This design comes from an exercise in tuning for small area, a short achievable clock period and few clock cycles per item on the open sky130 flow, not from production work.
The RTL was checked by simulation tests, not by an equivalence proof against the original design.

==> module weight_update, before the edit <==
module weight_update #(
  parameter int WWIDTH   = 8,
  parameter int LR_SHIFT = 4,
  parameter int ADDR_L0  = 0,
  parameter int ADDR_L1  = 1
) (
  input  logic               CLK,
  input  logic               RST,
  input  logic               start,
  input  logic signed [8:0]  x0,
  input  logic signed [8:0]  x1,
  input  logic signed [8:0]  x2,
  input  logic signed [8:0]  x3,
  input  logic signed [8:0]  v0,
  input  logic signed [8:0]  v1,
  input  logic signed [8:0]  v2,
  input  logic signed [8:0]  v3,
  input  logic signed [8:0]  v4,
  input  logic signed [8:0]  v5,
  input  logic signed [8:0]  delta_20,
  input  logic signed [8:0]  delta_21,
  input  logic signed [8:0]  delta_22,
  input  logic signed [8:0]  delta_23,
  input  logic signed [8:0]  delta_24,
  input  logic signed [8:0]  delta_25,
  input  logic signed [8:0]  delta_30,
  input  logic signed [8:0]  delta_31,
  output logic               busy,
  output logic               done,
  output logic [3:0]         addr,
  output logic [255:0]       write_data,
  output logic               we,
  input  logic [255:0]       read_data
);
  logic [1:0] st_q;
  wire idle = (st_q == 2'd0);
  wire s1   = (st_q == 2'd1);
  wire s2   = (st_q == 2'd2);
  wire s3   = (st_q == 2'd3);
  logic [1:0] st_d;
  assign st_d = idle ? (start ? 2'd1 : 2'd0) : st_q + 2'd1;
  always_ff @(posedge CLK or posedge RST) begin
    if (RST) st_q <= 2'd0;
    else     st_q <= st_d;
  end
  logic [5:0] sel2_q;
  always_ff @(posedge CLK or posedge RST) begin
    if (RST) sel2_q <= '0;
    else
      for (int c = 0; c < 6; c++)
        sel2_q[c] <= s1 || (idle && !start && c[0]) || (s2 && c[1]) || (s3 && c[2]);
  end
  wire [8:0] vp [6];
  assign vp[0] = v0; assign vp[1] = v1; assign vp[2] = v2;
  assign vp[3] = v3; assign vp[4] = v4; assign vp[5] = v5;
  wire [8:0] xp [4];
  assign xp[0] = x0; assign xp[1] = x1; assign xp[2] = x2; assign xp[3] = x3;
  wire [8:0] d2p [6];
  assign d2p[0] = delta_20; assign d2p[1] = delta_21; assign d2p[2] = delta_22;
  assign d2p[3] = delta_23; assign d2p[4] = delta_24; assign d2p[5] = delta_25;
  wire [8:0] d3p [2];
  assign d3p[0] = delta_30; assign d3p[1] = delta_31;
  function automatic logic [14:0] booth8(input logic [8:0] a);
    logic [9:0]  am;
    logic [14:0] e;
    am = {a, 1'b0};
    for (int k = 0; k < 3; k++) begin
      logic [3:0] g;
      g = am[3*k +: 4];
      e[5*k + 0] = (g == 4'b0001) || (g == 4'b0010) || (g == 4'b1101) || (g == 4'b1110);
      e[5*k + 1] = (g == 4'b0011) || (g == 4'b0100) || (g == 4'b1011) || (g == 4'b1100);
      e[5*k + 2] = (g == 4'b0101) || (g == 4'b0110) || (g == 4'b1001) || (g == 4'b1010);
      e[5*k + 3] = (g == 4'b0111) || (g == 4'b1000);
      e[5*k + 4] = g[3];
    end
    booth8 = e;
  endfunction
  function automatic logic [10:1] triple(input logic [8:0] b);
    logic [10:0] t;
    t = {b[8], b[8], b} + {b[8], b, 1'b0};
    triple = t[10:1];
  endfunction
  logic [8:0]  x_q   [4];
  logic [8:0]  d2_q  [3];
  logic [8:0]  d2h_q [3];
  logic [10:1] d2t_q [3];
  always_ff @(posedge CLK) begin
    for (int i = 0; i < 4; i++) x_q[i]  <= xp[i];
    for (int j = 0; j < 3; j++) d2_q[j] <= d2p[j];
    if (idle)
      for (int j = 0; j < 3; j++) begin
        d2h_q[j] <= d2p[3+j];
        d2t_q[j] <= triple(d2p[3+j]);
      end
  end
  logic [14:0] ua_q  [12];
  logic [8:0]  ub_q  [4];
  logic [10:1] ubt_q [4];
  logic [14:0] uc_q  [2];
  logic [8:0]  ub_d  [4];
  always_comb begin
    ub_d[0] = idle ? d3p[0] : d2_q[0];
    ub_d[1] = idle ? d3p[0] : d2_q[1];
    ub_d[2] = idle ? d3p[1] : d2_q[1];
    ub_d[3] = idle ? d3p[1] : d2_q[2];
  end
  always_ff @(posedge CLK) begin
    for (int m = 0; m < 12; m++) ua_q[m] <= booth8(idle ? vp[m % 6] : x_q[m % 4]);
    for (int k = 0; k < 4; k++) begin
      ub_q[k]  <= ub_d[k];
      ubt_q[k] <= triple(ub_d[k]);
    end
    for (int p = 0; p < 2; p++) uc_q[p] <= booth8(idle ? xp[2*p] : x_q[2*p+1]);
  end
  logic [14:0] ma [18];
  logic [8:0]  mb [18];
  logic [10:1] mt [18];
  logic [7:0]  mw [18];
  logic [7:0]  mo [18];
  logic [7:0]  mq [6];
  for (genvar g = 0; g < 12; g++) begin : g_mac
    wu_mac u_mac (.ea(ma[g]), .b(mb[g]), .t(mt[g]), .w(mw[g]), .o(mo[g]));
  end
  for (genvar g = 12; g < 18; g++) begin : g_macs
    wu_macs u_mac (.ea(ma[g]), .b(mb[g]), .t(mt[g]), .w(mw[g]), .g(sel2_q[g-12]),
                   .o(mo[g]), .q(mq[g-12]));
  end
  always_comb begin
    for (int m = 0; m < 12; m++) begin
      ma[m] = ua_q[m];
      mb[m] = ub_q[(m < 4) ? 0 : (m < 6) ? 1 : (m < 8) ? 2 : 3];
      mt[m] = ubt_q[(m < 4) ? 0 : (m < 6) ? 1 : (m < 8) ? 2 : 3];
      mw[m] = read_data[8*m +: 8];
    end
    for (int n = 0; n < 6; n++) begin
      ma[12+n] = uc_q[n % 2];
      mb[12+n] = d2h_q[n/2];
      mt[12+n] = d2t_q[n/2];
      mw[12+n] = read_data[8*(4*(3+n/2) + 2*(n%2) + 1) +: 8];
    end
  end
  logic [7:0] e_q [6];
  always_ff @(posedge CLK) begin
    for (int n = 0; n < 6; n++) e_q[n] <= mq[n];
  end
  logic [255:0] w_d, w_q;
  always_comb begin
    w_d = read_data;
    for (int m = 0; m < 18; m++) w_d[8*m +: 8] = mo[m];
    for (int n = 0; n < 6; n++) begin
      w_d[8*(4*(3+n/2) + 2*(n%2))     +: 8] = read_data[8*(4*(3+n/2) + 2*(n%2)) +: 8] - (sel2_q[n] ? e_q[n] : 8'd0);
      w_d[8*(4*(3+n/2) + 2*(n%2) + 1) +: 8] = mo[12+n];
    end
  end
  always_ff @(posedge CLK) w_q <= w_d;
  assign write_data = w_q;
  logic busy_q, done_q, we_q, rd0_q;
  always_ff @(posedge CLK or posedge RST) begin
    if (RST) begin
      busy_q <= 1'b0;
      done_q <= 1'b0;
      we_q   <= 1'b0;
      rd0_q  <= 1'b0;
    end else begin
      busy_q <= (st_d != 2'd0);
      done_q <= (st_d == 2'd3);
      we_q   <= (st_d == 2'd2) || (st_d == 2'd3);
      rd0_q  <= (st_d == 2'd1) || (st_d == 2'd3);
    end
  end
  assign busy = busy_q;
  assign done = done_q;
  assign we   = we_q;
  assign addr = rd0_q ? 4'(ADDR_L0) : 4'(ADDR_L1);
endmodule
clock: 10.0 ns
lec_check: 0
cap_margin: 20
core_margin: 2
core_utilization: 60
setup_slack_margin: 5
slew_margin: 20
standard.sh (not shown) runs the stock make flow with config.mk's settings and CLKGATE_MAP_FILE= SYNTH_SCRIPT=/design/flow/synth_recipe.tcl, a recipe that flattens the netlist after the stock synthesis.
==> flow/flow/run.sh <==
#!/bin/bash
# The standard layout (standard.sh: the standard flow's synthesis and ORFS flow, unchanged), except that
# the port buffers that global placement inserts on every input and output are the smallest
# buffer (buf_1) instead of the tool's default choice; repair may still resize them.
set -euo pipefail
export BUFFER_PORTS_ARGS="-buffer_cell sky130_fd_sc_hd__buf_1"
bash standard.sh > standard.log 2>&1
Testbench counts at the start, summed over its fixed seeds: cycles 3,840, items 960.
Next try:
--- a/flow/design.v
+++ b/flow/design.v
@@ -97,20 +97,29 @@
   logic [8:0]  ub_q  [4];
   logic [10:1] ubt_q [4];
   logic [14:0] uc_q  [2];
-  logic [8:0]  ub_d  [4];
+  logic [14:0] vp_e  [6];
+  logic [14:0] xp_e  [2];
+  logic [14:0] xq_e  [4];
+  logic [10:1] d3p_t [2];
+  logic [10:1] d2q_t [3];
   always_comb begin
-    ub_d[0] = idle ? d3p[0] : d2_q[0];
-    ub_d[1] = idle ? d3p[0] : d2_q[1];
-    ub_d[2] = idle ? d3p[1] : d2_q[1];
-    ub_d[3] = idle ? d3p[1] : d2_q[2];
+    for (int i = 0; i < 6; i++) vp_e[i] = booth8(vp[i]);
+    for (int p = 0; p < 2; p++) xp_e[p] = booth8(xp[2*p]);
+    for (int i = 0; i < 4; i++) xq_e[i] = booth8(x_q[i]);
+    for (int i = 0; i < 2; i++) d3p_t[i] = triple(d3p[i]);
+    for (int j = 0; j < 3; j++) d2q_t[j] = triple(d2_q[j]);
   end
   always_ff @(posedge CLK) begin
-    for (int m = 0; m < 12; m++) ua_q[m] <= booth8(idle ? vp[m % 6] : x_q[m % 4]);
-    for (int k = 0; k < 4; k++) begin
-      ub_q[k]  <= ub_d[k];
-      ubt_q[k] <= triple(ub_d[k]);
-    end
-    for (int p = 0; p < 2; p++) uc_q[p] <= booth8(idle ? xp[2*p] : x_q[2*p+1]);
+    for (int m = 0; m < 12; m++) ua_q[m] <= idle ? vp_e[m % 6] : xq_e[m % 4];
+    ub_q[0]  <= idle ? d3p[0]   : d2_q[0];
+    ub_q[1]  <= idle ? d3p[0]   : d2_q[1];
+    ub_q[2]  <= idle ? d3p[1]   : d2_q[1];
+    ub_q[3]  <= idle ? d3p[1]   : d2_q[2];
+    ubt_q[0] <= idle ? d3p_t[0] : d2q_t[0];
+    ubt_q[1] <= idle ? d3p_t[0] : d2q_t[1];
+    ubt_q[2] <= idle ? d3p_t[1] : d2q_t[1];
+    ubt_q[3] <= idle ? d3p_t[1] : d2q_t[2];
+    for (int p = 0; p < 2; p++) uc_q[p] <= idle ? xp_e[p] : xq_e[2*p+1];
   end
   logic [14:0] ma [18];
   logic [8:0]  mb [18];
The new run passed the timing, design-rule and antenna checks. Flip-flop and latch count went up by 1. Die area climbs by 1.5%. Wire length climbs by 6.0%. Synthesized cell count rises by 2.5%. Register-to-register slack gains 0.09 ns. Synthesized area goes up by 1.5%. Clock-buffer cell count fell by 4. Final cell count rises by 2.2%.
Testbench counts after the change, summed over its fixed seeds: cycles 3,840, items 960.

-- port drivers added, routing unchanged --
The flow's constraints put no driver on any port. The routed layouts listed below were extracted and timed again, unchanged, in two steps. Step 1, drivers: a clkbuf_16 drives CLK and a buf_2 each remaining input, both assumed. Step 2 adds t to the input delays and takes it off the output delays; t is the mean of the earliest and latest rising clock arrival at the registers after step 1. Input paths then give back, and output paths get back, about the clock's delay inside the block. a / b / c = ideal / step 1 / step 2; a / b = the first two.
| run | t, ns | setup WS [ns] | clock arrival spread, ns |
|---|---|---|---|
| the first run | 0.728 | 5.217 / 5.217 / 5.217 | 0.023 / 0.023 |
| the second run | 0.742 | 5.310 / 5.310 / 5.310 | 0.039 / 0.039 |
After both steps setup and hold are still met in every run listed.
